Context: an optimization exercise on an open-source flow, tuned for small area and a short achievable clock period. The choices shown serve that exercise and are no tape-out recipe. Where RTL was checked, it was by simulation tests only, not by an equivalence proof against the original. No functional check of the RTL was part of run 3. No activity file was given, so power comes from the tool's default toggle rates.

## flow/design.v (module list and top-level ports; edited modules follow where they fit)
// module mac_ctrl: 46 lines
// module mac_mult_stage: 546 lines
// module mac_accumulator: 412 lines
// module mac_top: 52 lines
module mac_top #(
   parameter int A_WIDTH = 18,    
   parameter int B_WIDTH = 18,    
   parameter int P_WIDTH = 48     
) (
   input  logic                      clk,
   input  logic                      rst_n,
   input  logic signed [A_WIDTH-1:0] data_a,
   input  logic signed [B_WIDTH-1:0] data_b,
   input  mac_pkg::mac_op_e          op,
   input  logic                      activate_mac,   
   output logic signed [P_WIDTH-1:0] data_p,
   output logic                      p_valid
);
  // ...
==> flow/flow/run.sh <==
#!/bin/bash
# The standard layout with these changes:
#  - Yosys's coarse 'synth' calls run with -noabc, so that extract_fa sees the
#    full and half adders as the RTL writes them (the later ABC mapping pass is
#    unchanged);
#  - the port buffers are buf_1 cells (buffer_ports -buffer_cell);
#  - timing repair aims at a setup margin of 6.6 ns.
# The SDC (clock period, I/O delays, loads) is the standard flow's, unchanged. Each make
# step's log stays under orfs/logs; make's own output goes to flow_make.log.
set -euo pipefail
grep -q '^proc synth {args} { yosys synth -nofsm -noshare {\*}$args }' synth_recipe.tcl
sed 's/yosys synth -nofsm -noshare /yosys synth -nofsm -noshare -noabc /' synth_recipe.tcl > synth_noabc.tcl
bash standard.sh SYNTH_SCRIPT=$PWD/synth_noabc.tcl SETUP_SLACK_MARGIN=6.6 \
  "BUFFER_PORTS_ARGS=-buffer_cell sky130_fd_sc_hd__buf_1" finish > flow_make.log 2>&1
==> flow/standard.sh <==
#!/bin/bash
# synth_recipe.tcl (not shown) runs the flow's synth.tcl, then flattens the netlist and writes it again
# the make line also repeats each setting of config.mk as NAME=value (left out here)
make -C /OpenROAD-flow-scripts/flow DESIGN_CONFIG=/design/flow/config.mk WORK_HOME=/design/flow/orfs CLKGATE_MAP_FILE= SYNTH_SCRIPT=/design/flow/synth_recipe.tcl "${@:-finish}"
==> flow/config.mk <==
export PLATFORM = sky130hd
export DESIGN_NAME = mac_top
export DESIGN_NICKNAME = mac_top
export VERILOG_FILES = /design/flow/design.v
export SDC_FILE = /design/flow/constraint.sdc
export NUM_CORES = 4
export LEC_CHECK = 0
export CAP_MARGIN = 20
export CORE_MARGIN = 2
export CORE_UTILIZATION = 40
export CTS_BUF_LIST = sky130_fd_sc_hd__clkbuf_8
export CTS_CLUSTER_SIZE = 30
export SLEW_MARGIN = 20
==> flow/constraint.sdc <==
create_clock -name core_clock -period 10.0 [get_ports {clk}]
set_input_delay 2.0000 -clock core_clock [delete_from_list [all_inputs] [get_ports {clk}]]
set_output_delay 2.0000 -clock core_clock [all_outputs]
set_load 0.01 [all_outputs]
==> flow_metrics.env, run 1 <==
export IMPL_leakagePower_uw=0.00623
export IMPL_placed_cells=1617
export IMPL_antenna_found_initial=0
export IMPL_regMostFlops="u_acc.p_q"
export IMPL_min_period_ps=3360
export IMPL_syn_inst=1215
export IMPL_rows=65
export IMPL_seqPwrFrac_pct=23.0
export IMPL_top_layer="met4"
export IMPL_synth_edff_count=0
export IMPL_dieArea_um2=33600
export IMPL_status="complete, no violations"
export IMPL_clkLatencyLatePin_ps=480
export IMPL_critPathLaunchType="flip-flop"
export IMPL_endpoint="u_mult.r1_q[20]"
export IMPL_pre_cts_ws_ps=5720
export IMPL_max_stage_delay_ps=500
export IMPL_seq_area_frac_synth_pct=26.7
export IMPL_multi_input_area_share_pct=60.1
export IMPL_multi_input_area_um2=9380
export IMPL_final_clkbuf_count=19
export IMPL_antenna_left=0
export IMPL_crit_slowest_cell="fa_1"
export IMPL_antennaDiodeCount=0
export IMPL_final_common_cell="xnor2_1"
export IMPL_n_fill_cell=2812
export IMPL_setup_tns_final_ps=0
==> run 2: changes to the inputs <==
==> flow/flow/run.sh (replaced) <==
#!/bin/bash
# The standard layout with three changes:
#  - Yosys's coarse 'synth' calls run with -noabc, so that extract_fa sees the
#    full and half adders as the RTL writes them (the later ABC mapping pass is
#    unchanged);
#  - the port buffers are buf_1 cells (buffer_ports -buffer_cell);
#  - clock tree synthesis uses clkbuf_8 cells, sink clusters of up to 40 and
#    no dummy loads;
#  - timing repair aims at a setup margin of 6.5 ns.
# The SDC (clock period, I/O delays, loads) is the standard flow's, unchanged. Each make
# step's log stays under orfs/logs; make's own output goes to flow_make.log.
set -euo pipefail
grep -q '^proc synth {args} { yosys synth -nofsm -noshare {\*}$args }' synth_recipe.tcl
sed 's/yosys synth -nofsm -noshare /yosys synth -nofsm -noshare -noabc /' synth_recipe.tcl > synth_noabc.tcl
bash standard.sh SYNTH_SCRIPT=$PWD/synth_noabc.tcl SETUP_SLACK_MARGIN=6.5 \
  "BUFFER_PORTS_ARGS=-buffer_cell sky130_fd_sc_hd__buf_1" \
  "CTS_ARGS=-sink_clustering_enable -repair_clock_nets -buf_list sky130_fd_sc_hd__clkbuf_8 -sink_clustering_size 40 -dont_use_dummy_load" \
  finish > flow_make.log 2>&1
--- a/flow/config.mk
+++ b/flow/config.mk
@@ -8,6 +8,4 @@
 export CAP_MARGIN = 20
 export CORE_MARGIN = 2
 export CORE_UTILIZATION = 40
-export CTS_BUF_LIST = sky130_fd_sc_hd__clkbuf_8
-export CTS_CLUSTER_SIZE = 30
 export SLEW_MARGIN = 20
==> run 2 against run 1 <==
Compared with the run above:
- final area shrank 8.4%
- die area is the same
- sequential share of layout area grew 2.1 points
- synthesized cell count is the same
- clock power shrank 27%
- non-clock buffer count shrank 93
- cell count shrank 6.0%
- fmax shrank 1.5%
- power shrank 9.7%
- core utilization shrank 4.2 points
- via count shrank 5.8%
- critical path type unchanged
- critical endpoint is now u_mult.r1_q[21]
- largest power group unchanged
==> flow_metrics.env, run 2 <==
export IMPL_vdd_drop_max_uv=123
export IMPL_antenna_left=0
export IMPL_finClkSkew_ps=30.2
export IMPL_die_y_um=183
export IMPL_max_slew_margin_pct=38.3
export IMPL_fmax_ghz=0.293
export IMPL_cts_path_max_buffers=2
export IMPL_min_period_ps=3410
export IMPL_cts_sinks=170
export IMPL_path_class="flip-flop to flip-flop"
export IMPL_regMostFlops="u_acc.p_q"
export IMPL_viasPerCell=5.38
export IMPL_rows=65
export IMPL_grt_first_pass_wirelength_um=49400
export IMPL_synth_net_count=1489
export IMPL_grt_overflow_total=0
export IMPL_power_density_nw_per_um2=315
export IMPL_htree_levels=4
export IMPL_top_regs="u_acc.p_q (48), u_mult.r0_q (35), u_mult.r1_q (34)"
export IMPL_slew_violations=0
export IMPL_antennaDiodeCount=0
export IMPL_endpoint_kind="flip-flop"
export IMPL_fin_nets=1542
export IMPL_yosysMostFrequentCell="xnor2_1"
export IMPL_finalWirelength_um=30900
export IMPL_synth_avg_cell_area_um2=10.6
export IMPL_seq_area_frac_synth_pct=26.7
export IMPL_max_cap_violations=0
export IMPL_initial_utilization_pct=40.7
export IMPL_die_w_um=183
export IMPL_cts_inserted_buffers=17
export IMPL_final_util_pct=45.1
export IMPL_wl_per_cell_um=18.5
export IMPL_finalSetupViolCount=0
export IMPL_synth_area_um2=12900
export IMPL_synth_flop_cell="dfxtp_1"
export IMPL_layout_area_overhead_vs_synth_pct=11.0
export IMPL_hold_path_end="u_ctrl.valid2_q"
export IMPL_ys_top_cells_by_count="182 x xnor2_1, 163 x dfxtp_1, 153 x a22oi_1, 153 x fa_1, 80 x ha_1"
export IMPL_io_pins=90
export IMPL_dieArea_um2=33600
export IMPL_yosys_register_bits=170
export IMPL_synth_top_cell_by_area="dfxtp_1"
export IMPL_critPathMaxFanout=20
export IMPL_hold_buffers=0
export IMPL_setup_tns_final_ps=0
export IMPL_rr_worst_depth=7
export IMPL_yosysUniqueCellTypes=57
export IMPL_synth_edff_count=0
export IMPL_synth_area_top_cells="dfxtp_1 25%, fa_1 24%, xnor2_1 12%"
export IMPL_async_reset_ff_share_pct=4.12
export IMPL_vias=8971
export IMPL_clkLatencyLatePin_ps=480
export IMPL_yosysWarnings=3
export IMPL_r2r_slack_ps=6590
export IMPL_drive_gt1_share_pct=11.7
export IMPL_synth_top_cell_area_share_pct=25.4
export IMPL_final_common_cell="xnor2_1"
export IMPL_final_cell_mix="182 x xnor2_1, 153 x a22oi_1, 152 x fa_1, 127 x dfxtp_1, 89 x buf_1"
export IMPL_hp_start="u_ctrl.valid1_q"
export IMPL_worst_r2r_endpoint="u_mult.r1_q[21]"
export IMPL_fin_crit_sh_pct=34.1
export IMPL_antenna_found_initial=0
export IMPL_largest_reg_flops=48
export IMPL_dp_hpwl_um=22000
export IMPL_first_global_vias=9229
export IMPL_arrival_ps=3740
export IMPL_grt_use_total_pct=18.6
export IMPL_crit_reg2reg_launch="u_mult.neg_q[5]"
export IMPL_holdPathStages=0
export IMPL_worst_slew_pin_slew_ps=925
export IMPL_root_buffer="clkbuf_8"
export IMPL_status="complete, no violations"
export IMPL_drc=0
export IMPL_grt_max_degree=28
export IMPL_place_gp_congestion=0.854
export IMPL_final_hold_viol_count=0
export IMPL_min_path_type="flip-flop to flip-flop"
export IMPL_critPathLaunchType="flip-flop"
export IMPL_core_um2=31600
export IMPL_dr_pass1_iters=6
export IMPL_syn_inst=1215
export IMPL_clkTransAtPathRegs_ps=90
export IMPL_portBuffers=89
export IMPL_final_cell_area_um2=14300
export IMPL_cts_tree="yes"
export IMPL_leakagePower_uw=0.00565
export IMPL_place_area_um2=13400
export IMPL_worstPathRequired_ps=10330
export IMPL_first_iter_violations=772
export IMPL_rsz0062_at_grt="true"
==> run 2: cell count changes in the layout (fill, tap and decap cells not counted), sizes merged <==
cell,delta
buf,-95
clkinvlp,-4
clkinv,-3
inv,-3
bufinv,-2
bufbuf,+1
clkbuf,-1
==> run 2: critical path, cell delays in order, from the launching register on <==
cell,delay [ps]
dfxtp_1,320
buf_4,360
xnor2_1,170
fa_1,540
fa_1,440
fa_1,430
fa_1,530
fa_1,480
==> run 2: final cells by class <==
type,instances,area [µm²]
multi-input cells,896,9060
clock buffers,17,234
inverters,50,188
fillers,2988,17400
repair buffers,133,719
well taps,402,503
flip-flops and latches,170,3580
==> run 2: how the worst max path moves through the flow <==
stage,from,endpoint,slack [ps],cells after the start
after CTS,u_mult.a_q[17],u_mult.r1_q[20],6510,7
after global placement,u_ctrl.clr2_q,u_acc.p_q[32],5800,11
after detailed placement,u_ctrl.clr2_q,u_acc.p_q[32],5770,11
after floorplan,u_mult.a_q[3],u_mult.r1_q[21],6440,9
final,u_mult.neg_q[5],u_mult.r1_q[21],6590,7
after global routing,u_ctrl.clr2_q,u_acc.p_q[47],6450,12
==> run 2: cells by family (layout without fill, tap and decap cells) <==
| group | count (synthesis) | count (layout) | synth area share (%) |
|---|---|---|---|
| AOI/OAI and AO/OA | 256 | 256 | 14.3 |
| and+or+nand+nor | 183 | 183 | 7.79 |
| adders and majority gates | 233 | 233 | 31.6 |
| muxes | 3 | 3 | 0.233 |
| xor gates and xnor gates | 220 | 220 | 15.0 |
| buffers and inverters | 149 | 200 | 4.35 |
| DFF | 170 | 170 | 26.7 |
| other | 1 | 1 | 0.0291 |
==> run 2: metal layers <==
layer | wire length, µm | share of wire [%] | GRT usage [%]
met1 | 14600 | 47 | 26.6
met5 | 0 | 0 | 0
met4 | 324 | 1.0 | 4.32
met2 | 13800 | 45 | 28.9
met3 | 2270 | 7.3 | 3.99
==> run 2: power by group <==
part / internal [µW] / switching [µW] / leakage [µW]
logic: 1380 / 1590 / 0.00406
clock network: 150 / 222 / 0.000122
registers: 978 / 179 / 0.00146
total: 2510 / 1990 / 0.00565
==> run 2: stage by stage <==
stage          hold slack (ps)  power, µW  cells  worst slack [ps]
6_report                   348       4490   1668              6590
5_1_grt                    361       4980   1668              6450
4_1_cts                    352       4410   1641              6510
3_5_place_dp               336       3940   1618              5770
3_3_place_gp               336       3900   1618              5800
2_1_floorplan              329       3250   1215              6440
==> run 2: timing repair <==
action,CTS,global route
cloned,1,1
buffers inserted,5,26
endpoints found under the setup margin,48,28
gates resized for setup,63,49
pin swaps,4,13
==> module mac_accumulator, before the edit <==
module mac_accumulator #(
   parameter int P_WIDTH = 48
) (
   input  logic               clk,
   input  logic               rst_n,
   input  logic               clr,        
   input  logic               valid,      
   input  logic [P_WIDTH-1:0] row0,
   input  logic [P_WIDTH-1:0] row1,
   output logic [P_WIDTH-1:0] data_p,
   output logic               p_valid
);
   logic [P_WIDTH-1:0] p_q;
   logic [P_WIDTH-1:0] x;
   logic [P_WIDTH-1:0] sa, sb;
   logic [P_WIDTH-1:0] p_next;
   logic               valid_q;
   assign x = p_q & ~{P_WIDTH{clr}};
   logic a1, a2, a3, a4, a5, a6, a7, a8, a9, a10, a11, a12;
   logic a13, a14, a15, a16, a17, a18, a19, a20, a21, a22, a23, a24;
   logic a25, a26, a27, a28, a29, a30, a31, a32, a33, a34, a35, a36;
   logic a37, a38, a39, a40, a41, a42, a43, a44, a45, a46, a47, a48;
   logic a49, a50, a51, a52, a53, a54, a55, a56, a57, a58, a59, a60;
   logic a61, a62, a63, a64, a65, a66, a67, a68, a69, a70, a71, a72;
   logic a73, a74, a75, a76, a77, a78, a79, a80, a81, a82, a83, a84;
   logic a85, a86, a87, a88, a89, a90, a91, a92, a93, a94, a95, a96;
   assign a1 = x[0] ^ row0[0] ^ row1[0];
   assign a2 = (x[0] & row0[0]) | (x[0] & row1[0]) | (row0[0] & row1[0]);
   assign a3 = x[1] ^ row0[1];
   assign a4 = x[1] & row0[1];
   assign a5 = x[2] ^ row0[2] ^ row1[2];
   assign a6 = (x[2] & row0[2]) | (x[2] & row1[2]) | (row0[2] & row1[2]);
   assign a7 = x[3] ^ row0[3] ^ row1[3];
   assign a8 = (x[3] & row0[3]) | (x[3] & row1[3]) | (row0[3] & row1[3]);
   assign a9 = x[4] ^ row0[4] ^ row1[4];
   assign a10 = (x[4] & row0[4]) | (x[4] & row1[4]) | (row0[4] & row1[4]);
   assign a11 = x[5] ^ row0[5] ^ row1[5];
   assign a12 = (x[5] & row0[5]) | (x[5] & row1[5]) | (row0[5] & row1[5]);
   assign a13 = x[6] ^ row0[6] ^ row1[6];
   assign a14 = (x[6] & row0[6]) | (x[6] & row1[6]) | (row0[6] & row1[6]);
   assign a15 = x[7] ^ row0[7] ^ row1[7];
   assign a16 = (x[7] & row0[7]) | (x[7] & row1[7]) | (row0[7] & row1[7]);
   assign a17 = x[8] ^ row0[8] ^ row1[8];
   assign a18 = (x[8] & row0[8]) | (x[8] & row1[8]) | (row0[8] & row1[8]);
   assign a19 = x[9] ^ row0[9] ^ row1[9];
   assign a20 = (x[9] & row0[9]) | (x[9] & row1[9]) | (row0[9] & row1[9]);
   assign a21 = x[10] ^ row0[10] ^ row1[10];
   assign a22 = (x[10] & row0[10]) | (x[10] & row1[10]) | (row0[10] & row1[10]);
   assign a23 = x[11] ^ row0[11] ^ row1[11];
   assign a24 = (x[11] & row0[11]) | (x[11] & row1[11]) | (row0[11] & row1[11]);
   assign a25 = x[12] ^ row0[12] ^ row1[12];
   assign a26 = (x[12] & row0[12]) | (x[12] & row1[12]) | (row0[12] & row1[12]);
   assign a27 = x[13] ^ row0[13] ^ row1[13];
   assign a28 = (x[13] & row0[13]) | (x[13] & row1[13]) | (row0[13] & row1[13]);
   assign a29 = x[14] ^ row0[14] ^ row1[14];
   assign a30 = (x[14] & row0[14]) | (x[14] & row1[14]) | (row0[14] & row1[14]);
   assign a31 = x[15] ^ row0[15] ^ row1[15];
   assign a32 = (x[15] & row0[15]) | (x[15] & row1[15]) | (row0[15] & row1[15]);
   assign a33 = x[16] ^ row0[16] ^ row1[16];
   assign a34 = (x[16] & row0[16]) | (x[16] & row1[16]) | (row0[16] & row1[16]);
   assign a35 = x[17] ^ row0[17] ^ row1[17];
   assign a36 = (x[17] & row0[17]) | (x[17] & row1[17]) | (row0[17] & row1[17]);
   assign a37 = x[18] ^ row0[18] ^ row1[18];
   assign a38 = (x[18] & row0[18]) | (x[18] & row1[18]) | (row0[18] & row1[18]);
   assign a39 = x[19] ^ row0[19] ^ row1[19];
   assign a40 = (x[19] & row0[19]) | (x[19] & row1[19]) | (row0[19] & row1[19]);
   assign a41 = x[20] ^ row0[20] ^ row1[20];
   assign a42 = (x[20] & row0[20]) | (x[20] & row1[20]) | (row0[20] & row1[20]);
   assign a43 = x[21] ^ row0[21] ^ row1[21];
   assign a44 = (x[21] & row0[21]) | (x[21] & row1[21]) | (row0[21] & row1[21]);
   assign a45 = x[22] ^ row0[22] ^ row1[22];
   assign a46 = (x[22] & row0[22]) | (x[22] & row1[22]) | (row0[22] & row1[22]);
   assign a47 = x[23] ^ row0[23] ^ row1[23];
   assign a48 = (x[23] & row0[23]) | (x[23] & row1[23]) | (row0[23] & row1[23]);
   assign a49 = x[24] ^ row0[24] ^ row1[24];
   assign a50 = (x[24] & row0[24]) | (x[24] & row1[24]) | (row0[24] & row1[24]);
   assign a51 = x[25] ^ row0[25] ^ row1[25];
   assign a52 = (x[25] & row0[25]) | (x[25] & row1[25]) | (row0[25] & row1[25]);
   assign a53 = x[26] ^ row0[26] ^ row1[26];
   assign a54 = (x[26] & row0[26]) | (x[26] & row1[26]) | (row0[26] & row1[26]);
   assign a55 = x[27] ^ row0[27] ^ row1[27];
   assign a56 = (x[27] & row0[27]) | (x[27] & row1[27]) | (row0[27] & row1[27]);
   assign a57 = x[28] ^ row0[28] ^ row1[28];
   assign a58 = (x[28] & row0[28]) | (x[28] & row1[28]) | (row0[28] & row1[28]);
   assign a59 = x[29] ^ row0[29] ^ row1[29];
   assign a60 = (x[29] & row0[29]) | (x[29] & row1[29]) | (row0[29] & row1[29]);
   assign a61 = x[30] ^ row0[30] ^ row1[30];
   assign a62 = (x[30] & row0[30]) | (x[30] & row1[30]) | (row0[30] & row1[30]);
   assign a63 = x[31] ^ row0[31] ^ row1[31];
   assign a64 = (x[31] & row0[31]) | (x[31] & row1[31]) | (row0[31] & row1[31]);
   assign a65 = x[32] ^ row0[32] ^ row1[32];
   assign a66 = (x[32] & row0[32]) | (x[32] & row1[32]) | (row0[32] & row1[32]);
   assign a67 = x[33] ^ row0[33] ^ row1[33];
   assign a68 = (x[33] & row0[33]) | (x[33] & row1[33]) | (row0[33] & row1[33]);
   assign a69 = x[34] ^ row0[34] ^ row1[34];
   assign a70 = (x[34] & row0[34]) | (x[34] & row1[34]) | (row0[34] & row1[34]);
   assign a71 = x[35] ^ 1'b1;
   assign a72 = x[35] & 1'b1;
   assign a73 = x[36] ^ 1'b1;
   assign a74 = x[36] & 1'b1;
   assign a75 = x[37] ^ 1'b1;
   assign a76 = x[37] & 1'b1;
   assign a77 = x[38] ^ 1'b1;
   assign a78 = x[38] & 1'b1;
   assign a79 = x[39] ^ 1'b1;
   assign a80 = x[39] & 1'b1;
   assign a81 = x[40] ^ 1'b1;
   assign a82 = x[40] & 1'b1;
   assign a83 = x[41] ^ 1'b1;
   assign a84 = x[41] & 1'b1;
   assign a85 = x[42] ^ 1'b1;
   assign a86 = x[42] & 1'b1;
   assign a87 = x[43] ^ 1'b1;
   assign a88 = x[43] & 1'b1;
   assign a89 = x[44] ^ 1'b1;
   assign a90 = x[44] & 1'b1;
   assign a91 = x[45] ^ 1'b1;
   assign a92 = x[45] & 1'b1;
   assign a93 = x[46] ^ 1'b1;
   assign a94 = x[46] & 1'b1;
   assign a95 = x[47] ^ 1'b1;
   assign a96 = x[47] & 1'b1;
   assign sa = {a95, a93, a91, a89, a87, a85, a83, a81, a79, a77, a75, a73, a71, a69, a67, a65, a63, a61, a59, a57, a55, a53, a51, a49, a47, a45, a43, a41, a39, a37, a35, a33, a31, a29, a27, a25, a23, a21, a19, a17, a15, a13, a11, a9, a7, a5, a3, a1};
   assign sb = {a94, a92, a90, a88, a86, a84, a82, a80, a78, a76, a74, a72, a70, a68, a66, a64, a62, a60, a58, a56, a54, a52, a50, a48, a46, a44, a42, a40, a38, a36, a34, a32, a30, a28, a26, a24, a22, a20, a18, a16, a14, a12, a10, a8, a6, a4, a2, 1'b0};
   logic kG1, kG2, kP2, kG3, kP3, kG4, kP4, kG5, kP5, kG6, kP6, kG7;
   logic kP7, kG8, kP8, kG9, kP9, kG10, kP10, kG11, kP11, kG12, kP12, kG13;
   logic kP13, kG14, kP14, kG15, kP15, kG16, kP16, kG17, kP17, kG18, kP18, kG19;
   logic kP19, kG20, kP20, kG21, kP21, kG22, kP22, kG23, kP23, kG24, kP24, kG25;
   logic kG26, kG27, kP27, kG28, kP28, kG29, kP29, kG30, kP30, kG31, kP31, kG32;
   logic kP32, kG33, kP33, kG34, kP34, kG35, kP35, kG36, kP36, kG37, kP37, kG38;
   logic kP38, kG39, kP39, kG40, kP40, kG41, kP41, kG42, kP42, kG43, kP43, kG44;
   logic kP44, kG45, kP45, kG46, kP46, kG47, kP47, kG48, kP48, kG49, kG50, kG51;
   logic kG52, kG53, kP53, kG54, kP54, kG55, kP55, kG56, kP56, kG57, kP57, kG58;
   logic kP58, kG59, kP59, kG60, kP60, kG61, kP61, kG62, kP62, kG63, kP63, kG64;
   logic kP64, kG65, kP65, kG66, kP66, kG67, kP67, kG68, kP68, kG69, kP69, kG70;
   logic kP70, kG71, kP71, kG72, kP72, kG73, kG74, kG75, kG76, kG77, kG78, kG79;
   logic kG80, kG81, kP81, kG82, kP82, kG83, kP83, kG84, kP84, kG85, kP85, kG86;
   logic kP86, kG87, kP87, kG88, kP88, kG89, kP89, kG90, kP90, kG91, kP91, kG92;
   logic kP92, kG93, kP93, kG94, kP94, kG95, kP95, kG96, kP96, kG97, kG98, kG99;
   logic kG100, kG101, kG102, kG103, kG104, kG105, kG106, kG107, kG108, kG109, kG110, kG111;
   logic kG112, kG113, kG114, kG115, kG116, kG117, kG118, kG119, kG120, kG121, kG122, kG123;
   logic kG124, kG125, kG126, kG127, kG128;
   logic [P_WIDTH-1:0] kg, kp;
   assign kg = sa & sb;
   assign kp = sa ^ sb;
   assign kG1 = kg[1] | (kp[1] & kg[0]);
   assign kG2 = kg[3] | (kp[3] & kg[2]);
   assign kP2 = kp[3] & kp[2];
   assign kG3 = kg[5] | (kp[5] & kg[4]);
   assign kP3 = kp[5] & kp[4];
   assign kG4 = kg[7] | (kp[7] & kg[6]);
   assign kP4 = kp[7] & kp[6];
   assign kG5 = kg[9] | (kp[9] & kg[8]);
   assign kP5 = kp[9] & kp[8];
   assign kG6 = kg[11] | (kp[11] & kg[10]);
   assign kP6 = kp[11] & kp[10];
   assign kG7 = kg[13] | (kp[13] & kg[12]);
   assign kP7 = kp[13] & kp[12];
   assign kG8 = kg[15] | (kp[15] & kg[14]);
   assign kP8 = kp[15] & kp[14];
   assign kG9 = kg[17] | (kp[17] & kg[16]);
   assign kP9 = kp[17] & kp[16];
   assign kG10 = kg[19] | (kp[19] & kg[18]);
   assign kP10 = kp[19] & kp[18];
   assign kG11 = kg[21] | (kp[21] & kg[20]);
   assign kP11 = kp[21] & kp[20];
   assign kG12 = kg[23] | (kp[23] & kg[22]);
   assign kP12 = kp[23] & kp[22];
   assign kG13 = kg[25] | (kp[25] & kg[24]);
   assign kP13 = kp[25] & kp[24];
   assign kG14 = kg[27] | (kp[27] & kg[26]);
   assign kP14 = kp[27] & kp[26];
   assign kG15 = kg[29] | (kp[29] & kg[28]);
   assign kP15 = kp[29] & kp[28];
   assign kG16 = kg[31] | (kp[31] & kg[30]);
   assign kP16 = kp[31] & kp[30];
   assign kG17 = kg[33] | (kp[33] & kg[32]);
   assign kP17 = kp[33] & kp[32];
   assign kG18 = kg[35] | (kp[35] & kg[34]);
   assign kP18 = kp[35] & kp[34];
   assign kG19 = kg[37] | (kp[37] & kg[36]);
   assign kP19 = kp[37] & kp[36];
   assign kG20 = kg[39] | (kp[39] & kg[38]);
   assign kP20 = kp[39] & kp[38];
   assign kG21 = kg[41] | (kp[41] & kg[40]);
   assign kP21 = kp[41] & kp[40];
   assign kG22 = kg[43] | (kp[43] & kg[42]);
   assign kP22 = kp[43] & kp[42];
   assign kG23 = kg[45] | (kp[45] & kg[44]);
   assign kP23 = kp[45] & kp[44];
   assign kG24 = kg[47] | (kp[47] & kg[46]);
   assign kP24 = kp[47] & kp[46];
   assign kG25 = kg[2] | (kp[2] & kG1);
   assign kG26 = kG2 | (kP2 & kG1);
   assign kG27 = kg[6] | (kp[6] & kG3);
   assign kP27 = kp[6] & kP3;
   assign kG28 = kG4 | (kP4 & kG3);
   assign kP28 = kP4 & kP3;
   assign kG29 = kg[10] | (kp[10] & kG5);
   assign kP29 = kp[10] & kP5;
   assign kG30 = kG6 | (kP6 & kG5);
   assign kP30 = kP6 & kP5;
   assign kG31 = kg[14] | (kp[14] & kG7);
   assign kP31 = kp[14] & kP7;
   assign kG32 = kG8 | (kP8 & kG7);
   assign kP32 = kP8 & kP7;
   assign kG33 = kg[18] | (kp[18] & kG9);
   assign kP33 = kp[18] & kP9;
   assign kG34 = kG10 | (kP10 & kG9);
   assign kP34 = kP10 & kP9;
   assign kG35 = kg[22] | (kp[22] & kG11);
   assign kP35 = kp[22] & kP11;
   assign kG36 = kG12 | (kP12 & kG11);
   assign kP36 = kP12 & kP11;
   assign kG37 = kg[26] | (kp[26] & kG13);
   assign kP37 = kp[26] & kP13;
   assign kG38 = kG14 | (kP14 & kG13);
   assign kP38 = kP14 & kP13;
   assign kG39 = kg[30] | (kp[30] & kG15);
   assign kP39 = kp[30] & kP15;
   assign kG40 = kG16 | (kP16 & kG15);
   assign kP40 = kP16 & kP15;
   assign kG41 = kg[34] | (kp[34] & kG17);
   assign kP41 = kp[34] & kP17;
   assign kG42 = kG18 | (kP18 & kG17);
   assign kP42 = kP18 & kP17;
   assign kG43 = kg[38] | (kp[38] & kG19);
   assign kP43 = kp[38] & kP19;
   assign kG44 = kG20 | (kP20 & kG19);
   assign kP44 = kP20 & kP19;
   assign kG45 = kg[42] | (kp[42] & kG21);
   assign kP45 = kp[42] & kP21;
   assign kG46 = kG22 | (kP22 & kG21);
   assign kP46 = kP22 & kP21;
   assign kG47 = kg[46] | (kp[46] & kG23);
   assign kP47 = kp[46] & kP23;
   assign kG48 = kG24 | (kP24 & kG23);
   assign kP48 = kP24 & kP23;
   assign kG49 = kg[4] | (kp[4] & kG26);
   assign kG50 = kG3 | (kP3 & kG26);
   assign kG51 = kG27 | (kP27 & kG26);
   assign kG52 = kG28 | (kP28 & kG26);
   assign kG53 = kg[12] | (kp[12] & kG30);
   assign kP53 = kp[12] & kP30;
   assign kG54 = kG7 | (kP7 & kG30);
   assign kP54 = kP7 & kP30;
   assign kG55 = kG31 | (kP31 & kG30);
   assign kP55 = kP31 & kP30;
   assign kG56 = kG32 | (kP32 & kG30);
   assign kP56 = kP32 & kP30;
   assign kG57 = kg[20] | (kp[20] & kG34);
   assign kP57 = kp[20] & kP34;
   assign kG58 = kG11 | (kP11 & kG34);
   assign kP58 = kP11 & kP34;
   assign kG59 = kG35 | (kP35 & kG34);
   assign kP59 = kP35 & kP34;
   assign kG60 = kG36 | (kP36 & kG34);
   assign kP60 = kP36 & kP34;
   assign kG61 = kg[28] | (kp[28] & kG38);
   assign kP61 = kp[28] & kP38;
   assign kG62 = kG15 | (kP15 & kG38);
   assign kP62 = kP15 & kP38;
   assign kG63 = kG39 | (kP39 & kG38);
   assign kP63 = kP39 & kP38;
   assign kG64 = kG40 | (kP40 & kG38);
   assign kP64 = kP40 & kP38;
   assign kG65 = kg[36] | (kp[36] & kG42);
   assign kP65 = kp[36] & kP42;
   assign kG66 = kG19 | (kP19 & kG42);
   assign kP66 = kP19 & kP42;
   assign kG67 = kG43 | (kP43 & kG42);
   assign kP67 = kP43 & kP42;
   assign kG68 = kG44 | (kP44 & kG42);
   assign kP68 = kP44 & kP42;
   assign kG69 = kg[44] | (kp[44] & kG46);
   assign kP69 = kp[44] & kP46;
   assign kG70 = kG23 | (kP23 & kG46);
   assign kP70 = kP23 & kP46;
   assign kG71 = kG47 | (kP47 & kG46);
   assign kP71 = kP47 & kP46;
   assign kG72 = kG48 | (kP48 & kG46);
   assign kP72 = kP48 & kP46;
   assign kG73 = kg[8] | (kp[8] & kG52);
   assign kG74 = kG5 | (kP5 & kG52);
   assign kG75 = kG29 | (kP29 & kG52);
   assign kG76 = kG30 | (kP30 & kG52);
   assign kG77 = kG53 | (kP53 & kG52);
   assign kG78 = kG54 | (kP54 & kG52);
   assign kG79 = kG55 | (kP55 & kG52);
   assign kG80 = kG56 | (kP56 & kG52);
   assign kG81 = kg[24] | (kp[24] & kG60);
   assign kP81 = kp[24] & kP60;
   assign kG82 = kG13 | (kP13 & kG60);
   assign kP82 = kP13 & kP60;
   assign kG83 = kG37 | (kP37 & kG60);
   assign kP83 = kP37 & kP60;
   assign kG84 = kG38 | (kP38 & kG60);
   assign kP84 = kP38 & kP60;
   assign kG85 = kG61 | (kP61 & kG60);
   assign kP85 = kP61 & kP60;
   assign kG86 = kG62 | (kP62 & kG60);
   assign kP86 = kP62 & kP60;
   assign kG87 = kG63 | (kP63 & kG60);
   assign kP87 = kP63 & kP60;
   assign kG88 = kG64 | (kP64 & kG60);
   assign kP88 = kP64 & kP60;
   assign kG89 = kg[40] | (kp[40] & kG68);
   assign kP89 = kp[40] & kP68;
   assign kG90 = kG21 | (kP21 & kG68);
   assign kP90 = kP21 & kP68;
   assign kG91 = kG45 | (kP45 & kG68);
   assign kP91 = kP45 & kP68;
   assign kG92 = kG46 | (kP46 & kG68);
   assign kP92 = kP46 & kP68;
   assign kG93 = kG69 | (kP69 & kG68);
   assign kP93 = kP69 & kP68;
   assign kG94 = kG70 | (kP70 & kG68);
   assign kP94 = kP70 & kP68;
   assign kG95 = kG71 | (kP71 & kG68);
   assign kP95 = kP71 & kP68;
   assign kG96 = kG72 | (kP72 & kG68);
   assign kP96 = kP72 & kP68;
   assign kG97 = kg[16] | (kp[16] & kG80);
   assign kG98 = kG9 | (kP9 & kG80);
   assign kG99 = kG33 | (kP33 & kG80);
   assign kG100 = kG34 | (kP34 & kG80);
   assign kG101 = kG57 | (kP57 & kG80);
   assign kG102 = kG58 | (kP58 & kG80);
   assign kG103 = kG59 | (kP59 & kG80);
   assign kG104 = kG60 | (kP60 & kG80);
   assign kG105 = kG81 | (kP81 & kG80);
   assign kG106 = kG82 | (kP82 & kG80);
   assign kG107 = kG83 | (kP83 & kG80);
   assign kG108 = kG84 | (kP84 & kG80);
   assign kG109 = kG85 | (kP85 & kG80);
   assign kG110 = kG86 | (kP86 & kG80);
   assign kG111 = kG87 | (kP87 & kG80);
   assign kG112 = kG88 | (kP88 & kG80);
   assign kG113 = kg[32] | (kp[32] & kG112);
   assign kG114 = kG17 | (kP17 & kG112);
   assign kG115 = kG41 | (kP41 & kG112);
   assign kG116 = kG42 | (kP42 & kG112);
   assign kG117 = kG65 | (kP65 & kG112);
   assign kG118 = kG66 | (kP66 & kG112);
   assign kG119 = kG67 | (kP67 & kG112);
   assign kG120 = kG68 | (kP68 & kG112);
   assign kG121 = kG89 | (kP89 & kG112);
   assign kG122 = kG90 | (kP90 & kG112);
   assign kG123 = kG91 | (kP91 & kG112);
   assign kG124 = kG92 | (kP92 & kG112);
   assign kG125 = kG93 | (kP93 & kG112);
   assign kG126 = kG94 | (kP94 & kG112);
   assign kG127 = kG95 | (kP95 & kG112);
   assign kG128 = kG96 | (kP96 & kG112);
   assign p_next[0] = kp[0];
   assign p_next[1] = kp[1] ^ kg[0];
   assign p_next[2] = kp[2] ^ kG1;
   assign p_next[3] = kp[3] ^ kG25;
   assign p_next[4] = kp[4] ^ kG26;
   assign p_next[5] = kp[5] ^ kG49;
   assign p_next[6] = kp[6] ^ kG50;
   assign p_next[7] = kp[7] ^ kG51;
   assign p_next[8] = kp[8] ^ kG52;
   assign p_next[9] = kp[9] ^ kG73;
   assign p_next[10] = kp[10] ^ kG74;
   assign p_next[11] = kp[11] ^ kG75;
   assign p_next[12] = kp[12] ^ kG76;
   assign p_next[13] = kp[13] ^ kG77;
   assign p_next[14] = kp[14] ^ kG78;
   assign p_next[15] = kp[15] ^ kG79;
   assign p_next[16] = kp[16] ^ kG80;
   assign p_next[17] = kp[17] ^ kG97;
   assign p_next[18] = kp[18] ^ kG98;
   assign p_next[19] = kp[19] ^ kG99;
   assign p_next[20] = kp[20] ^ kG100;
   assign p_next[21] = kp[21] ^ kG101;
   assign p_next[22] = kp[22] ^ kG102;
   assign p_next[23] = kp[23] ^ kG103;
   assign p_next[24] = kp[24] ^ kG104;
   assign p_next[25] = kp[25] ^ kG105;
   assign p_next[26] = kp[26] ^ kG106;
   assign p_next[27] = kp[27] ^ kG107;
   assign p_next[28] = kp[28] ^ kG108;
   assign p_next[29] = kp[29] ^ kG109;
   assign p_next[30] = kp[30] ^ kG110;
   assign p_next[31] = kp[31] ^ kG111;
   assign p_next[32] = kp[32] ^ kG112;
   assign p_next[33] = kp[33] ^ kG113;
   assign p_next[34] = kp[34] ^ kG114;
   assign p_next[35] = kp[35] ^ kG115;
   assign p_next[36] = kp[36] ^ kG116;
   assign p_next[37] = kp[37] ^ kG117;
   assign p_next[38] = kp[38] ^ kG118;
   assign p_next[39] = kp[39] ^ kG119;
   assign p_next[40] = kp[40] ^ kG120;
   assign p_next[41] = kp[41] ^ kG121;
   assign p_next[42] = kp[42] ^ kG122;
   assign p_next[43] = kp[43] ^ kG123;
   assign p_next[44] = kp[44] ^ kG124;
   assign p_next[45] = kp[45] ^ kG125;
   assign p_next[46] = kp[46] ^ kG126;
   assign p_next[47] = kp[47] ^ kG127;
   always_ff @(posedge clk) begin
      p_q <= p_next;
   end
   always_ff @(posedge clk or negedge rst_n) begin
      if (!rst_n) valid_q <= 1'b0;
      else        valid_q <= valid;
   end
   assign data_p  = p_q;
   assign p_valid = valid_q;
endmodule
==> run 3: changes to the inputs <==
--- a/flow/design.v
+++ b/flow/design.v
@@ -730,28 +730,24 @@
    assign a96 = x[47] & 1'b1;
    assign sa = {a95, a93, a91, a89, a87, a85, a83, a81, a79, a77, a75, a73, a71, a69, a67, a65, a63, a61, a59, a57, a55, a53, a51, a49, a47, a45, a43, a41, a39, a37, a35, a33, a31, a29, a27, a25, a23, a21, a19, a17, a15, a13, a11, a9, a7, a5, a3, a1};
    assign sb = {a94, a92, a90, a88, a86, a84, a82, a80, a78, a76, a74, a72, a70, a68, a66, a64, a62, a60, a58, a56, a54, a52, a50, a48, a46, a44, a42, a40, a38, a36, a34, a32, a30, a28, a26, a24, a22, a20, a18, a16, a14, a12, a10, a8, a6, a4, a2, 1'b0};
-   logic kG1, kG2, kP2, kG3, kP3, kG4, kP4, kG5, kP5, kG6, kP6, kG7;
-   logic kP7, kG8, kP8, kG9, kP9, kG10, kP10, kG11, kP11, kG12, kP12, kG13;
-   logic kP13, kG14, kP14, kG15, kP15, kG16, kP16, kG17, kP17, kG18, kP18, kG19;
-   logic kP19, kG20, kP20, kG21, kP21, kG22, kP22, kG23, kP23, kG24, kP24, kG25;
-   logic kG26, kG27, kP27, kG28, kP28, kG29, kP29, kG30, kP30, kG31, kP31, kG32;
-   logic kP32, kG33, kP33, kG34, kP34, kG35, kP35, kG36, kP36, kG37, kP37, kG38;
-   logic kP38, kG39, kP39, kG40, kP40, kG41, kP41, kG42, kP42, kG43, kP43, kG44;
+   logic kG1, kP1, kG2, kP2, kG3, kP3, kG4, kP4, kG5, kP5, kG6, kP6;
+   logic kG7, kP7, kG8, kP8, kG9, kP9, kG10, kP10, kG11, kP11, kG12, kP12;
+   logic kG13, kP13, kG14, kP14, kG15, kP15, kG16, kP16, kG17, kP17, kG18, kP18;
+   logic kG19, kP19, kG20, kP20, kG21, kP21, kG22, kP22, kG23, kP23, kG24, kP24;
+   logic kG25, kG26, kP26, kG27, kP27, kG28, kP28, kG29, kP29, kG30, kP30, kG31;
+   logic kP31, kG32, kP32, kG33, kP33, kG34, kP34, kG35, kP35, kG36, kP36, kG37;
+   logic kG38, kG39, kP39, kG40, kP40, kG41, kP41, kG42, kP42, kG43, kP43, kG44;
    logic kP44, kG45, kP45, kG46, kP46, kG47, kP47, kG48, kP48, kG49, kG50, kG51;
    logic kG52, kG53, kP53, kG54, kP54, kG55, kP55, kG56, kP56, kG57, kP57, kG58;
-   logic kP58, kG59, kP59, kG60, kP60, kG61, kP61, kG62, kP62, kG63, kP63, kG64;
-   logic kP64, kG65, kP65, kG66, kP66, kG67, kP67, kG68, kP68, kG69, kP69, kG70;
-   logic kP70, kG71, kP71, kG72, kP72, kG73, kG74, kG75, kG76, kG77, kG78, kG79;
-   logic kG80, kG81, kP81, kG82, kP82, kG83, kP83, kG84, kP84, kG85, kP85, kG86;
-   logic kP86, kG87, kP87, kG88, kP88, kG89, kP89, kG90, kP90, kG91, kP91, kG92;
-   logic kP92, kG93, kP93, kG94, kP94, kG95, kP95, kG96, kP96, kG97, kG98, kG99;
-   logic kG100, kG101, kG102, kG103, kG104, kG105, kG106, kG107, kG108, kG109, kG110, kG111;
-   logic kG112, kG113, kG114, kG115, kG116, kG117, kG118, kG119, kG120, kG121, kG122, kG123;
-   logic kG124, kG125, kG126, kG127, kG128;
+   logic kP58, kG59, kP59, kG60, kP60, kG61, kG62, kG63, kG64, kG65, kG66, kG67;
+   logic kG68, kG69, kG70, kG71, kG72, kG73, kG74, kG75, kG76;
    logic [P_WIDTH-1:0] kg, kp;
    assign kg = sa & sb;
    assign kp = sa ^ sb;
+   logic [P_WIDTH-1:0] kt;
+   assign kt = sa | sb;
    assign kG1 = kg[1] | (kp[1] & kg[0]);
+   assign kP1 = kp[1] & kp[0];
    assign kG2 = kg[3] | (kp[3] & kg[2]);
    assign kP2 = kp[3] & kp[2];
    assign kG3 = kg[5] | (kp[5] & kg[4]);
@@ -798,216 +794,135 @@
    assign kP23 = kp[45] & kp[44];
    assign kG24 = kg[47] | (kp[47] & kg[46]);
    assign kP24 = kp[47] & kp[46];
-   assign kG25 = kg[2] | (kp[2] & kG1);
-   assign kG26 = kG2 | (kP2 & kG1);
-   assign kG27 = kg[6] | (kp[6] & kG3);
-   assign kP27 = kp[6] & kP3;
-   assign kG28 = kG4 | (kP4 & kG3);
-   assign kP28 = kP4 & kP3;
-   assign kG29 = kg[10] | (kp[10] & kG5);
-   assign kP29 = kp[10] & kP5;
-   assign kG30 = kG6 | (kP6 & kG5);
-   assign kP30 = kP6 & kP5;
-   assign kG31 = kg[14] | (kp[14] & kG7);
-   assign kP31 = kp[14] & kP7;
-   assign kG32 = kG8 | (kP8 & kG7);
-   assign kP32 = kP8 & kP7;
-   assign kG33 = kg[18] | (kp[18] & kG9);
-   assign kP33 = kp[18] & kP9;
-   assign kG34 = kG10 | (kP10 & kG9);
-   assign kP34 = kP10 & kP9;
-   assign kG35 = kg[22] | (kp[22] & kG11);
-   assign kP35 = kp[22] & kP11;
-   assign kG36 = kG12 | (kP12 & kG11);
-   assign kP36 = kP12 & kP11;
-   assign kG37 = kg[26] | (kp[26] & kG13);
-   assign kP37 = kp[26] & kP13;
-   assign kG38 = kG14 | (kP14 & kG13);
-   assign kP38 = kP14 & kP13;
-   assign kG39 = kg[30] | (kp[30] & kG15);
-   assign kP39 = kp[30] & kP15;
-   assign kG40 = kG16 | (kP16 & kG15);
-   assign kP40 = kP16 & kP15;
-   assign kG41 = kg[34] | (kp[34] & kG17);
-   assign kP41 = kp[34] & kP17;
-   assign kG42 = kG18 | (kP18 & kG17);
-   assign kP42 = kP18 & kP17;
-   assign kG43 = kg[38] | (kp[38] & kG19);
-   assign kP43 = kp[38] & kP19;
-   assign kG44 = kG20 | (kP20 & kG19);
-   assign kP44 = kP20 & kP19;
-   assign kG45 = kg[42] | (kp[42] & kG21);
-   assign kP45 = kp[42] & kP21;
-   assign kG46 = kG22 | (kP22 & kG21);
-   assign kP46 = kP22 & kP21;
-   assign kG47 = kg[46] | (kp[46] & kG23);
-   assign kP47 = kp[46] & kP23;
-   assign kG48 = kG24 | (kP24 & kG23);
-   assign kP48 = kP24 & kP23;
-   assign kG49 = kg[4] | (kp[4] & kG26);
-   assign kG50 = kG3 | (kP3 & kG26);
-   assign kG51 = kG27 | (kP27 & kG26);
-   assign kG52 = kG28 | (kP28 & kG26);
-   assign kG53 = kg[12] | (kp[12] & kG30);
-   assign kP53 = kp[12] & kP30;
-   assign kG54 = kG7 | (kP7 & kG30);
-   assign kP54 = kP7 & kP30;
-   assign kG55 = kG31 | (kP31 & kG30);
-   assign kP55 = kP31 & kP30;
-   assign kG56 = kG32 | (kP32 & kG30);
-   assign kP56 = kP32 & kP30;
-   assign kG57 = kg[20] | (kp[20] & kG34);
-   assign kP57 = kp[20] & kP34;
-   assign kG58 = kG11 | (kP11 & kG34);
-   assign kP58 = kP11 & kP34;
-   assign kG59 = kG35 | (kP35 & kG34);
-   assign kP59 = kP35 & kP34;
-   assign kG60 = kG36 | (kP36 & kG34);
-   assign kP60 = kP36 & kP34;
-   assign kG61 = kg[28] | (kp[28] & kG38);
-   assign kP61 = kp[28] & kP38;
-   assign kG62 = kG15 | (kP15 & kG38);
-   assign kP62 = kP15 & kP38;
-   assign kG63 = kG39 | (kP39 & kG38);
-   assign kP63 = kP39 & kP38;
-   assign kG64 = kG40 | (kP40 & kG38);
-   assign kP64 = kP40 & kP38;
-   assign kG65 = kg[36] | (kp[36] & kG42);
-   assign kP65 = kp[36] & kP42;
-   assign kG66 = kG19 | (kP19 & kG42);
-   assign kP66 = kP19 & kP42;
-   assign kG67 = kG43 | (kP43 & kG42);
-   assign kP67 = kP43 & kP42;
-   assign kG68 = kG44 | (kP44 & kG42);
-   assign kP68 = kP44 & kP42;
-   assign kG69 = kg[44] | (kp[44] & kG46);
-   assign kP69 = kp[44] & kP46;
-   assign kG70 = kG23 | (kP23 & kG46);
-   assign kP70 = kP23 & kP46;
-   assign kG71 = kG47 | (kP47 & kG46);
-   assign kP71 = kP47 & kP46;
-   assign kG72 = kG48 | (kP48 & kG46);
-   assign kP72 = kP48 & kP46;
-   assign kG73 = kg[8] | (kp[8] & kG52);
-   assign kG74 = kG5 | (kP5 & kG52);
-   assign kG75 = kG29 | (kP29 & kG52);
-   assign kG76 = kG30 | (kP30 & kG52);
-   assign kG77 = kG53 | (kP53 & kG52);
-   assign kG78 = kG54 | (kP54 & kG52);
-   assign kG79 = kG55 | (kP55 & kG52);
-   assign kG80 = kG56 | (kP56 & kG52);
-   assign kG81 = kg[24] | (kp[24] & kG60);
-   assign kP81 = kp[24] & kP60;
-   assign kG82 = kG13 | (kP13 & kG60);
-   assign kP82 = kP13 & kP60;
-   assign kG83 = kG37 | (kP37 & kG60);
-   assign kP83 = kP37 & kP60;
-   assign kG84 = kG38 | (kP38 & kG60);
-   assign kP84 = kP38 & kP60;
-   assign kG85 = kG61 | (kP61 & kG60);
-   assign kP85 = kP61 & kP60;
-   assign kG86 = kG62 | (kP62 & kG60);
-   assign kP86 = kP62 & kP60;
-   assign kG87 = kG63 | (kP63 & kG60);
-   assign kP87 = kP63 & kP60;
-   assign kG88 = kG64 | (kP64 & kG60);
-   assign kP88 = kP64 & kP60;
-   assign kG89 = kg[40] | (kp[40] & kG68);
-   assign kP89 = kp[40] & kP68;
-   assign kG90 = kG21 | (kP21 & kG68);
-   assign kP90 = kP21 & kP68;
-   assign kG91 = kG45 | (kP45 & kG68);
-   assign kP91 = kP45 & kP68;
-   assign kG92 = kG46 | (kP46 & kG68);
-   assign kP92 = kP46 & kP68;
-   assign kG93 = kG69 | (kP69 & kG68);
-   assign kP93 = kP69 & kP68;
-   assign kG94 = kG70 | (kP70 & kG68);
-   assign kP94 = kP70 & kP68;
-   assign kG95 = kG71 | (kP71 & kG68);
-   assign kP95 = kP71 & kP68;
-   assign kG96 = kG72 | (kP72 & kG68);
-   assign kP96 = kP72 & kP68;
-   assign kG97 = kg[16] | (kp[16] & kG80);
-   assign kG98 = kG9 | (kP9 & kG80);
-   assign kG99 = kG33 | (kP33 & kG80);
-   assign kG100 = kG34 | (kP34 & kG80);
-   assign kG101 = kG57 | (kP57 & kG80);
-   assign kG102 = kG58 | (kP58 & kG80);
-   assign kG103 = kG59 | (kP59 & kG80);
-   assign kG104 = kG60 | (kP60 & kG80);
-   assign kG105 = kG81 | (kP81 & kG80);
-   assign kG106 = kG82 | (kP82 & kG80);
-   assign kG107 = kG83 | (kP83 & kG80);
-   assign kG108 = kG84 | (kP84 & kG80);
-   assign kG109 = kG85 | (kP85 & kG80);
-   assign kG110 = kG86 | (kP86 & kG80);
-   assign kG111 = kG87 | (kP87 & kG80);
-   assign kG112 = kG88 | (kP88 & kG80);
-   assign kG113 = kg[32] | (kp[32] & kG112);
-   assign kG114 = kG17 | (kP17 & kG112);
-   assign kG115 = kG41 | (kP41 & kG112);
-   assign kG116 = kG42 | (kP42 & kG112);
-   assign kG117 = kG65 | (kP65 & kG112);
-   assign kG118 = kG66 | (kP66 & kG112);
-   assign kG119 = kG67 | (kP67 & kG112);
-   assign kG120 = kG68 | (kP68 & kG112);
-   assign kG121 = kG89 | (kP89 & kG112);
-   assign kG122 = kG90 | (kP90 & kG112);
-   assign kG123 = kG91 | (kP91 & kG112);
-   assign kG124 = kG92 | (kP92 & kG112);
-   assign kG125 = kG93 | (kP93 & kG112);
-   assign kG126 = kG94 | (kP94 & kG112);
-   assign kG127 = kG95 | (kP95 & kG112);
-   assign kG128 = kG96 | (kP96 & kG112);
+   assign kG25 = kG2 | (kP2 & kG1);
+   assign kG26 = kG4 | (kP4 & kG3);
+   assign kP26 = kP4 & kP3;
+   assign kG27 = kG6 | (kP6 & kG5);
+   assign kP27 = kP6 & kP5;
+   assign kG28 = kG8 | (kP8 & kG7);
+   assign kP28 = kP8 & kP7;
+   assign kG29 = kG10 | (kP10 & kG9);
+   assign kP29 = kP10 & kP9;
+   assign kG30 = kG12 | (kP12 & kG11);
+   assign kP30 = kP12 & kP11;
+   assign kG31 = kG14 | (kP14 & kG13);
+   assign kP31 = kP14 & kP13;
+   assign kG32 = kG16 | (kP16 & kG15);
+   assign kP32 = kP16 & kP15;
+   assign kG33 = kG18 | (kP18 & kG17);
+   assign kP33 = kP18 & kP17;
+   assign kG34 = kG20 | (kP20 & kG19);
+   assign kP34 = kP20 & kP19;
+   assign kG35 = kG22 | (kP22 & kG21);
+   assign kP35 = kP22 & kP21;
+   assign kG36 = kG24 | (kP24 & kG23);
+   assign kP36 = kP24 & kP23;
+   assign kG37 = kG3 | (kP3 & kG25);
+   assign kG38 = kG26 | (kP26 & kG25);
+   assign kG39 = kG7 | (kP7 & kG27);
+   assign kP39 = kP7 & kP27;
+   assign kG40 = kG28 | (kP28 & kG27);
+   assign kP40 = kP28 & kP27;
+   assign kG41 = kG11 | (kP11 & kG29);
+   assign kP41 = kP11 & kP29;
+   assign kG42 = kG30 | (kP30 & kG29);
+   assign kP42 = kP30 & kP29;
+   assign kG43 = kG15 | (kP15 & kG31);
+   assign kP43 = kP15 & kP31;
+   assign kG44 = kG32 | (kP32 & kG31);
+   assign kP44 = kP32 & kP31;
+   assign kG45 = kG19 | (kP19 & kG33);
+   assign kP45 = kP19 & kP33;
+   assign kG46 = kG34 | (kP34 & kG33);
+   assign kP46 = kP34 & kP33;
+   assign kG47 = kG23 | (kP23 & kG35);
+   assign kP47 = kP23 & kP35;
+   assign kG48 = kG36 | (kP36 & kG35);
+   assign kP48 = kP36 & kP35;
+   assign kG49 = kG5 | (kP5 & kG38);
+   assign kG50 = kG27 | (kP27 & kG38);
+   assign kG51 = kG39 | (kP39 & kG38);
+   assign kG52 = kG40 | (kP40 & kG38);
+   assign kG53 = kG13 | (kP13 & kG42);
+   assign kP53 = kP13 & kP42;
+   assign kG54 = kG31 | (kP31 & kG42);
+   assign kP54 = kP31 & kP42;
+   assign kG55 = kG43 | (kP43 & kG42);
+   assign kP55 = kP43 & kP42;
+   assign kG56 = kG44 | (kP44 & kG42);
+   assign kP56 = kP44 & kP42;
+   assign kG57 = kG21 | (kP21 & kG46);
+   assign kP57 = kP21 & kP46;
+   assign kG58 = kG35 | (kP35 & kG46);
+   assign kP58 = kP35 & kP46;
+   assign kG59 = kG47 | (kP47 & kG46);
+   assign kP59 = kP47 & kP46;
+   assign kG60 = kG48 | (kP48 & kG46);
+   assign kP60 = kP48 & kP46;
+   assign kG61 = kG9 | (kP9 & kG52);
+   assign kG62 = kG29 | (kP29 & kG52);
+   assign kG63 = kG41 | (kP41 & kG52);
+   assign kG64 = kG42 | (kP42 & kG52);
+   assign kG65 = kG53 | (kP53 & kG52);
+   assign kG66 = kG54 | (kP54 & kG52);
+   assign kG67 = kG55 | (kP55 & kG52);
+   assign kG68 = kG56 | (kP56 & kG52);
+   assign kG69 = kG17 | (kP17 & kG68);
+   assign kG70 = kG33 | (kP33 & kG68);
+   assign kG71 = kG45 | (kP45 & kG68);
+   assign kG72 = kG46 | (kP46 & kG68);
+   assign kG73 = kG57 | (kP57 & kG68);
+   assign kG74 = kG58 | (kP58 & kG68);
+   assign kG75 = kG59 | (kP59 & kG68);
+   assign kG76 = kG60 | (kP60 & kG68);
    assign p_next[0] = kp[0];
    assign p_next[1] = kp[1] ^ kg[0];
    assign p_next[2] = kp[2] ^ kG1;
-   assign p_next[3] = kp[3] ^ kG25;
-   assign p_next[4] = kp[4] ^ kG26;
-   assign p_next[5] = kp[5] ^ kG49;
-   assign p_next[6] = kp[6] ^ kG50;
-   assign p_next[7] = kp[7] ^ kG51;
-   assign p_next[8] = kp[8] ^ kG52;
-   assign p_next[9] = kp[9] ^ kG73;
-   assign p_next[10] = kp[10] ^ kG74;
-   assign p_next[11] = kp[11] ^ kG75;
-   assign p_next[12] = kp[12] ^ kG76;
-   assign p_next[13] = kp[13] ^ kG77;
-   assign p_next[14] = kp[14] ^ kG78;
-   assign p_next[15] = kp[15] ^ kG79;
-   assign p_next[16] = kp[16] ^ kG80;
-   assign p_next[17] = kp[17] ^ kG97;
-   assign p_next[18] = kp[18] ^ kG98;
-   assign p_next[19] = kp[19] ^ kG99;
-   assign p_next[20] = kp[20] ^ kG100;
-   assign p_next[21] = kp[21] ^ kG101;
-   assign p_next[22] = kp[22] ^ kG102;
-   assign p_next[23] = kp[23] ^ kG103;
-   assign p_next[24] = kp[24] ^ kG104;
-   assign p_next[25] = kp[25] ^ kG105;
-   assign p_next[26] = kp[26] ^ kG106;
-   assign p_next[27] = kp[27] ^ kG107;
-   assign p_next[28] = kp[28] ^ kG108;
-   assign p_next[29] = kp[29] ^ kG109;
-   assign p_next[30] = kp[30] ^ kG110;
-   assign p_next[31] = kp[31] ^ kG111;
-   assign p_next[32] = kp[32] ^ kG112;
-   assign p_next[33] = kp[33] ^ kG113;
-   assign p_next[34] = kp[34] ^ kG114;
-   assign p_next[35] = kp[35] ^ kG115;
-   assign p_next[36] = kp[36] ^ kG116;
-   assign p_next[37] = kp[37] ^ kG117;
-   assign p_next[38] = kp[38] ^ kG118;
-   assign p_next[39] = kp[39] ^ kG119;
-   assign p_next[40] = kp[40] ^ kG120;
-   assign p_next[41] = kp[41] ^ kG121;
-   assign p_next[42] = kp[42] ^ kG122;
-   assign p_next[43] = kp[43] ^ kG123;
-   assign p_next[44] = kp[44] ^ kG124;
-   assign p_next[45] = kp[45] ^ kG125;
-   assign p_next[46] = kp[46] ^ kG126;
-   assign p_next[47] = kp[47] ^ kG127;
+   assign p_next[3] = kG1 ? (kp[3] ^ kt[2]) : (kp[3] ^ kg[2]);
+   assign p_next[4] = kp[4] ^ kG25;
+   assign p_next[5] = kG25 ? (kp[5] ^ kt[4]) : (kp[5] ^ kg[4]);
+   assign p_next[6] = kp[6] ^ kG37;
+   assign p_next[7] = kG37 ? (kp[7] ^ kt[6]) : (kp[7] ^ kg[6]);
+   assign p_next[8] = kp[8] ^ kG38;
+   assign p_next[9] = kG38 ? (kp[9] ^ kt[8]) : (kp[9] ^ kg[8]);
+   assign p_next[10] = kp[10] ^ kG49;
+   assign p_next[11] = kG49 ? (kp[11] ^ kt[10]) : (kp[11] ^ kg[10]);
+   assign p_next[12] = kp[12] ^ kG50;
+   assign p_next[13] = kG50 ? (kp[13] ^ kt[12]) : (kp[13] ^ kg[12]);
+   assign p_next[14] = kp[14] ^ kG51;
+   assign p_next[15] = kG51 ? (kp[15] ^ kt[14]) : (kp[15] ^ kg[14]);
+   assign p_next[16] = kp[16] ^ kG52;
+   assign p_next[17] = kG52 ? (kp[17] ^ kt[16]) : (kp[17] ^ kg[16]);
+   assign p_next[18] = kp[18] ^ kG61;
+   assign p_next[19] = kG61 ? (kp[19] ^ kt[18]) : (kp[19] ^ kg[18]);
+   assign p_next[20] = kp[20] ^ kG62;
+   assign p_next[21] = kG62 ? (kp[21] ^ kt[20]) : (kp[21] ^ kg[20]);
+   assign p_next[22] = kp[22] ^ kG63;
+   assign p_next[23] = kG63 ? (kp[23] ^ kt[22]) : (kp[23] ^ kg[22]);
+   assign p_next[24] = kp[24] ^ kG64;
+   assign p_next[25] = kG64 ? (kp[25] ^ kt[24]) : (kp[25] ^ kg[24]);
+   assign p_next[26] = kp[26] ^ kG65;
+   assign p_next[27] = kG65 ? (kp[27] ^ kt[26]) : (kp[27] ^ kg[26]);
+   assign p_next[28] = kp[28] ^ kG66;
+   assign p_next[29] = kG66 ? (kp[29] ^ kt[28]) : (kp[29] ^ kg[28]);
+   assign p_next[30] = kp[30] ^ kG67;
+   assign p_next[31] = kG67 ? (kp[31] ^ kt[30]) : (kp[31] ^ kg[30]);
+   assign p_next[32] = kp[32] ^ kG68;
+   assign p_next[33] = kG68 ? (kp[33] ^ kt[32]) : (kp[33] ^ kg[32]);
+   assign p_next[34] = kp[34] ^ kG69;
+   assign p_next[35] = kG69 ? (kp[35] ^ kt[34]) : (kp[35] ^ kg[34]);
+   assign p_next[36] = kp[36] ^ kG70;
+   assign p_next[37] = kG70 ? (kp[37] ^ kt[36]) : (kp[37] ^ kg[36]);
+   assign p_next[38] = kp[38] ^ kG71;
+   assign p_next[39] = kG71 ? (kp[39] ^ kt[38]) : (kp[39] ^ kg[38]);
+   assign p_next[40] = kp[40] ^ kG72;
+   assign p_next[41] = kG72 ? (kp[41] ^ kt[40]) : (kp[41] ^ kg[40]);
+   assign p_next[42] = kp[42] ^ kG73;
+   assign p_next[43] = kG73 ? (kp[43] ^ kt[42]) : (kp[43] ^ kg[42]);
+   assign p_next[44] = kp[44] ^ kG74;
+   assign p_next[45] = kG74 ? (kp[45] ^ kt[44]) : (kp[45] ^ kg[44]);
+   assign p_next[46] = kp[46] ^ kG75;
+   assign p_next[47] = kG75 ? (kp[47] ^ kt[46]) : (kp[47] ^ kg[46]);
    always_ff @(posedge clk) begin
       p_q <= p_next;
    end
==> flow/flow/run.sh (replaced) <==
#!/bin/bash
# The standard layout with three changes:
#  - Yosys's coarse 'synth' calls run with -noabc, so that extract_fa sees the
#    full and half adders as the RTL writes them (the later ABC mapping pass is
#    unchanged);
#  - the port buffers are buf_2 cells (buffer_ports -buffer_cell);
#  - timing repair aims at a setup margin of 6.65 ns.
# The SDC (clock period, I/O delays, loads) is the standard flow's, unchanged. Each make
# step's log stays under orfs/logs; make's own output goes to flow_make.log.
set -euo pipefail
grep -q '^proc synth {args} { yosys synth -nofsm -noshare {\*}$args }' synth_recipe.tcl
sed 's/yosys synth -nofsm -noshare /yosys synth -nofsm -noshare -noabc /' synth_recipe.tcl > synth_noabc.tcl
bash standard.sh SYNTH_SCRIPT=$PWD/synth_noabc.tcl SETUP_SLACK_MARGIN=6.65 \
  "BUFFER_PORTS_ARGS=-buffer_cell sky130_fd_sc_hd__buf_2" finish > flow_make.log 2>&1
==> run 3 against run 2 <==
Compared with the run above:
- still clean
- area after synthesis increased by 1.6%
- first-iteration DRC count grew 16%
- final area rose by 13%
- sequential power is essentially flat
- routed wire length grew 8.1%
- clock skew is 16 ps lower
- worst hold slack better by 11 ps
- critical path depth rose by 6
- critical path type unchanged
==> flow_metrics.env, run 3 <==
export IMPL_clkPwrFrac_pct=13.2
export IMPL_max_cap_violations=0
export IMPL_dieArea_um2=34100
export IMPL_holdPathStages=0
export IMPL_hold_path_end="u_ctrl.valid2_q"
export IMPL_antenna_left=0
export IMPL_intPower_uw=3100
export IMPL_synth_area_um2=13100
export IMPL_finalWirelength_um=33400
export IMPL_drc=0
export IMPL_min_path_type="flip-flop to flip-flop"
export IMPL_die_w_um=185
export IMPL_crit_path_cell_trace="buf_12, nor2b_4, fa_1, inv_2, ha_4, nand4_1, or3_1, o221a_1, o32ai_4, nor4_4, o31ai_2, mux2i_1, xnor2_1"
export IMPL_fin_ws_ps=6530
export IMPL_path_class="flip-flop to flip-flop"
export IMPL_setup_tns_final_ps=0
export IMPL_rr_worst_depth=13
export IMPL_place_gp_congestion=0.820
export IMPL_largest_reg_flops=48
export IMPL_cts_tree="yes"
export IMPL_critPathMaxFanout=7
export IMPL_fmax_ghz=0.288
export IMPL_core_um2=32400
export IMPL_clkLatencyLatePin_ps=450
export IMPL_grt_first_pass_wirelength_um=52500
export IMPL_seq_area_frac_synth_pct=26.3
export IMPL_fin_nets=1665
export IMPL_endpoint_kind="flip-flop"
export IMPL_drive_gt1_share_pct=26.8
export IMPL_power_density_nw_per_um2=327
export IMPL_portBuffers=89
export IMPL_final_cells=1829
export IMPL_rows=66
export IMPL_crit_slowest_cell="fa_1"
export IMPL_antenna_found_initial=1
export IMPL_r2r_slack_ps=6530
export IMPL_final_hold_viol_count=0
export IMPL_finalPower_uw=5290
export IMPL_die_y_um=185
export IMPL_slew_violations=0
export IMPL_cts_sinks=170
export IMPL_yosysMostFrequentCell="xnor2_1"
export IMPL_placed_cells=1695
export IMPL_syn_inst=1249
export IMPL_final_common_cell="xnor2_1"
export IMPL_fin_crit_sh_pct=34.7
export IMPL_leakagePower_uw=0.00670
export IMPL_grt_overflow_total=0
export IMPL_root_buffer="clkbuf_16"
export IMPL_final_cell_mix="197 x xnor2_1, 141 x a22oi_1, 131 x fa_1, 130 x dfxtp_1, 89 x buf_2"
export IMPL_worstPathRequired_ps=10330
export IMPL_cts_path_max_buffers=2
export IMPL_first_iter_violations=892
export IMPL_critical_path_top_delay_family="compound AO/OA/AOI/OAI gates"
export IMPL_finClkSkew_ps=13.7
export IMPL_hp_start="u_ctrl.valid1_q"
export IMPL_dr_pass1_iters=8
export IMPL_yosysWarnings=3
export IMPL_synth_flop_cell="dfxtp_1"
export IMPL_viasPerCell=5.20
export IMPL_swShare_pct=41.3
export IMPL_crit_reg2reg_launch="u_ctrl.clr2_q"
export IMPL_clkTransAtPathRegs_ps=70
export IMPL_cts_inserted_buffers=17
export IMPL_synth_top_cell_area_share_pct=25.0
export IMPL_max_slew_margin_pct=39.2
export IMPL_dp_hpwl_um=21600
export IMPL_yosysUniqueCellTypes=45
export IMPL_layout_area_overhead_vs_synth_pct=23.6
export IMPL_vdd_drop_max_uv=143
export IMPL_seqPwrFrac_pct=21.5
export IMPL_worst_r2r_endpoint="u_acc.p_q[47]"
export IMPL_vias=9515
export IMPL_hold_buffers=0
export IMPL_initial_utilization_pct=40.4
export IMPL_first_global_vias=9637
export IMPL_pre_cts_ws_ps=5410
export IMPL_max_stage_delay_ps=560
export IMPL_grt_use_total_pct=19.9
export IMPL_critPathLaunchType="flip-flop"
export IMPL_worst_slew_pin_slew_ps=912
export IMPL_top_regs="u_acc.p_q (48), u_mult.r0_q (35), u_mult.r1_q (34)"
export IMPL_synth_net_count=1541
export IMPL_async_reset_ff_share_pct=4.12
export IMPL_pwr_share_comb_pct=65.3
export IMPL_synth_top_cell_by_area="dfxtp_1"
export IMPL_grt_max_degree=28
export IMPL_ys_top_cells_by_count="200 x xnor2_1, 163 x dfxtp_1, 153 x a22oi_1"
export IMPL_yosys_register_bits=170
export IMPL_status="complete, no violations"
export IMPL_wl_per_cell_um=18.3
export IMPL_p_sw_uw=2190
export IMPL_synth_area_top_cells="dfxtp_1 25%, fa_1 23%, xnor2_1 13%"
export IMPL_finalSetupViolCount=0
export IMPL_rsz0062_at_grt="true"
export IMPL_worst_path_buf_inv=2
export IMPL_regMostFlops="u_acc.p_q"
export IMPL_min_period_ps=3470
export IMPL_synth_edff_count=0
export IMPL_arrival_ps=3810
export IMPL_htree_levels=4
export IMPL_synth_avg_cell_area_um2=10.5
export IMPL_io_pins=90
==> run 3: cell count changes in the layout (fill, tap and decap cells not counted), sizes merged, moves of 6 or more <==
cell	before	now
buf	131	203
inv	50	93
ha	80	103
xnor2	182	200
nor2	42	31
nor3	13	4
mux2i	3	11
nand2	26	34
and3	6	0
==> run 3: metrics by stage <==
stage                     utilization (%)  hold slack, ps  instance area (µm²)
after global routing                 49.9             365                16100
after global placement               42.6             334                13800
after detailed placement             42.6             347                13800
after floorplan                         -             330                13200
final                                49.9             358                16200
after CTS                            47.8             359                15500
==> run 3: logic make-up after synthesis <==
family	count (synthesis)	share of synthesized area (%)
flip-flops	170	26.3
adder cells (fa/ha/maj)	251	32.5
buffers and inverters	188	5.40
AO/OA/AOI/OAI	239	12.8
other	1	0.0287
multiplexers	11	0.842
AND/OR/NAND/NOR	153	6.30
XOR/XNOR	236	15.8
==> run 3: final cells by class <==
type	instances	area [µm²]
Clock inverter	12	161
Inverter	89	334
Multi-Input combinational cell	891	9480
Sequential cell	170	3560
Timing Repair Buffer	204	1600
Fill cell	2962	16200
Clock buffer	20	457
Antenna cell	1	2.50
Tap cell	442	553
==> run 3: power groups by stage <==
stage,Clock (µW),Sequential (µW),Combinational [µW]
2_1_floorplan,0,1150,2150
6_report,698,1140,3450
3_5_place_dp,0,1180,2840
5_1_grt,750,1170,3870
3_3_place_gp,0,1190,2780
4_1_cts,721,1150,3280
==> run 3: what timing repair did <==
action / in CTS / in global routing
pin swaps: 35 / 36
setup buffers: 56 / 43
gates resized for setup: 134 / 66
endpoints found under the setup margin: 62 / 33
hold endpoints to repair: 0 / 0
cloned: 2 / 0
==> run 3: worst max-delay path by stage <==
stage / depth (start not counted) / from / end / slack, ps
detailed placement: 12 / u_ctrl.clr2_q / u_acc.p_q[27] / 5410
floorplan: 9 / u_mult.one_q[6] / u_mult.r1_q[21] / 6650
global route: 14 / u_ctrl.clr2_q / u_acc.p_q[43] / 6380
finish: 13 / u_ctrl.clr2_q / u_acc.p_q[47] / 6530
CTS: 15 / u_ctrl.clr2_q / u_acc.p_q[47] / 6550
global placement: 13 / u_ctrl.clr2_q / u_acc.p_q[27] / 5490
==> run 3: worst reg2reg max path, cell delays in order, from the launching register on <==
cell	delay, ps
dfxtp_4	440
buf_12	160
nor2b_4	50
fa_1	560
inv_2	60
ha_4	260
nand4_1	160
or3_1	410
o221a_1	270
o32ai_4	300
nor4_4	70
o31ai_2	270
mux2i_1	270
xnor2_1	90
==> run 3: per-layer routing <==
metal | track usage [%] | vias to the layer above | share of wire [%]
li1 | - | 4393 | -
met1 | 27.9 | 4703 | 45
met2 | 30.6 | 371 | 45
met3 | 3.83 | 48 | 7.5
met4 | 7.52 | 0 | 2.6
met5 | 0 | - | 0

Setup slack of run 3, layout unchanged: 6.529 ns with ideal ports, 6.529 ns with driving cells assumed (clock clkbuf_16, inputs buf_2), 6.529 ns with port delays also shifted by the 0.492 ns mid clock arrival.
